Background: an optimization exercise with open tools, aiming at small area, a short achievable clock period and few clock cycles. Do not read the settings as production practice. Function was checked by simulation only, so behaviour that the tests miss may differ from the original. Power is estimated from default activity; no workload was simulated.

## multi_mode_task_scheduler
module multi_mode_task_scheduler #(
  parameter int unsigned MAX_TASKS = 16
) (
  input  wire          clk_i,
  input  wire          rst_ni,
  input  wire          cfg_we_i,
  input  wire [0:0]    cfg_index_i,
  input  wire [7:0]    cfg_wdata_i,
  input  wire          in_valid_i,
  output logic         in_ready_o,
  input  wire          operation_i,
  input  wire [7:0]    task_id_i,
  input  wire [15:0]   arrival_time_i,
  input  wire [15:0]   burst_length_i,
  output logic         out_valid_o,
  input  wire          out_ready_i,
  output logic [15:0]  current_time_o,
  output logic         load_rejected_o,
  output logic         running_valid_o,
  output logic [7:0]   running_id_o,
  output logic         finished_o,
  output logic [15:0]  turnaround_time_o,
  output logic [15:0]  waiting_time_o,
  output logic [15:0]  response_time_o,
  output logic         all_done_o
);
  localparam int N = 16;
  logic [1:0]   mode_q;
  logic [7:0]   quantum_q;
  logic [15:0]  time_q;
  logic [7:0]   slice_q;
  logic         exp_q;                             
  logic [15:0]  act_rem_q;                         
  logic [N-1:0] used_q, inq_q, run_q, cand_q;      
  logic         anyq_q;                            
  logic [N-1:0] joined_q, started_q;               
  logic [N-1:0] rmz_q;                             
  logic [N*8-1:0]  id_q;
  logic [N*16-1:0] arr_q, rm_q, first_q;
  logic [N*17-1:0] ab_q;                           
  logic [N*N-1:0] b_q, s_q, q_q;
  logic         in_v_q, in_op_q;
  logic [7:0]   in_id_q;
  logic [15:0]  x_q;      
  logic [15:0]  z_q;      
  logic         s1_v_q, s1_tinc_q, s1_rej_q, s1_runv_q, s1_fin_q, s1_alld_q;
  logic [N-1:0] s1_last_q;                        
  logic         out_valid_q;
  logic s2_free, s1_free, ex_go, acc, tick, load;
  ...
Settings: LEC_CHECK=0, CAP_MARGIN=20, CORE_MARGIN=2, CORE_UTILIZATION=42, CTS_CLUSTER_DIAMETER=100, CTS_CLUSTER_SIZE=18, PLACE_DENSITY=0.65, SETUP_SLACK_MARGIN=4.0, SLEW_MARGIN=20; clock period 9.0 ns.
run.sh (not shown) runs the stock make flow with config.mk's settings and CLKGATE_MAP_FILE= SYNTH_SCRIPT=/design/flow/synth_recipe.tcl, a recipe that flattens the netlist after the stock synthesis.
Testbench counts at the start, summed over its fixed seeds: cycles 11,053.
Then changed:
CORE_UTILIZATION = 30   (was 42)
PLACE_DENSITY = 0.45   (was 0.65)
Total power is higher by 6.4%.
Flip-flop and latch count stays the same.
Global-route usage drops by 5.5 points.
Synthesized cell count stays the same.
Final cell count rises by 11%.
Setup slack gets worse by 0.035 ns.
Via count hardly moves.
Cell area went up by 3.9%.
Register-to-register slack got worse by 0.04 ns.
Critical path depth rose by 7.
Die area went up by 40%.
Then changed:
CORE_UTILIZATION = 38   (was 30)
PLACE_DENSITY = 0.6   (was 0.45)
SETUP_SLACK_MARGIN = 4.5   (was 4.0)
Outcome:
- design area rose by 1.5%
- area after synthesis is unchanged
- wire length fell by 5.9%

xenon:
Starting RTL as in the previous note.
clock: 9.0 ns
lec_check: 0
cap_margin: 20
core_margin: 2
core_utilization: 35
cts_cluster_diameter: 100
cts_cluster_size: 18
place_density: 0.55
setup_slack_margin: 4.0
slew_margin: 20
Testbench counts of xenon, summed over its fixed seeds: cycles 11,053.
Changes in lagoon relative to xenon:
-- flow/config.mk --
<<< xenon, line 9
export CORE_MARGIN = 2
export CORE_UTILIZATION = 35
export CTS_CLUSTER_DIAMETER = 100
export CTS_CLUSTER_SIZE = 18
export PLACE_DENSITY = 0.55
export SETUP_SLACK_MARGIN = 4.0
export SLEW_MARGIN = 20
>>> lagoon, line 9
export CORE_MARGIN = 2
export CORE_UTILIZATION = 30
export CTS_CLUSTER_DIAMETER = 100
export CTS_CLUSTER_SIZE = 18
export PLACE_DENSITY = 0.45
export SETUP_SLACK_MARGIN = 4.5
export SLEW_MARGIN = 20
### Flow results
On lagoon: average wire length per cell after detail routing is about 6% higher than what xenon gave.
Setup slack: lagoon more than xenon
lagoon gives less clock period minus final worst setup slack than xenon did.
In the reports for lagoon and xenon, the smaller post-synthesis to final-layout area growth belongs to xenon.
Flip-flop and latch area: xenon vs lagoon, no meaningful difference
In the tables for lagoon and xenon, relative max-transition margin reads lower with lagoon.
In the flow results for lagoon and xenon, the aggregate routed wire length is larger on lagoon.
For the initial antenna violation count, lagoon came in 50% higher than xenon did.
Lower clock-buffer cell count among lagoon and xenon: xenon
[compare] base=xenon new=lagoon: cell count +7.5%, number of non-clock buffers in the layout climbed 52%.
Relative to lagoon, the following input files were edited for delta:
-- flow/config.mk --
<<< lagoon, line 9
export CORE_MARGIN = 2
export CORE_UTILIZATION = 30
export CTS_CLUSTER_DIAMETER = 100
export CTS_CLUSTER_SIZE = 18
export PLACE_DENSITY = 0.45
export SETUP_SLACK_MARGIN = 4.5
export SLEW_MARGIN = 20
>>> delta, line 9
export CORE_MARGIN = 2
export CORE_UTILIZATION = 25
export CTS_CLUSTER_DIAMETER = 100
export CTS_CLUSTER_SIZE = 18
export PLACE_DENSITY = 0.35
export SETUP_SLACK_MARGIN = 4.0
export SLEW_MARGIN = 20
==> comparison <==
Re actual slew at the worst max-slew pin: delta is 36 ps down on lagoon. Going from lagoon to delta, the die area was enlarged. Setup slack in delta is smaller than in lagoon. The post-route total power in delta sits about 0.47% above the value recorded for lagoon. Summed area of non-filler cells in the final layout (delta over lagoon): decrease, 1.9%.

## what the ideal ports hide
No port has a modelled driver above. Below, the same layouts with a new extraction and two added sets of constraints.
Step 1: set_driving_cell puts a clkbuf_16 on clk_i and a buf_2 on each other input, an assumption about the parent block.
Step 2 also shifts input and output timing later by t, the mid clock arrival at the registers, as if the neighbouring blocks saw the same clock.
Three values: ideal, step 1, step 2; two values: the first two.
run	t (ns)	setup WS [ns]	worst data-port slew with drivers (ns)
the first run of note 1	0.931	3.772 / 3.772 / 3.315	0.08
the second run of note 1	0.970	3.737 / 3.737 / 3.260	0.13
the third run of note 1	0.956	3.926 / 3.926 / 3.640	0.17
xenon	1.023	3.745 / 3.745 / 3.137	0.11
lagoon	0.976	3.801 / 3.801 / 3.597	0.13
delta	0.993	3.496 / 3.496 / 3.268	0.12
After both steps every run listed still meets setup and hold. For xenon, which loses most, drivers alone change the setup slack by 0.000 ns; drivers and shift together by -0.608 ns.
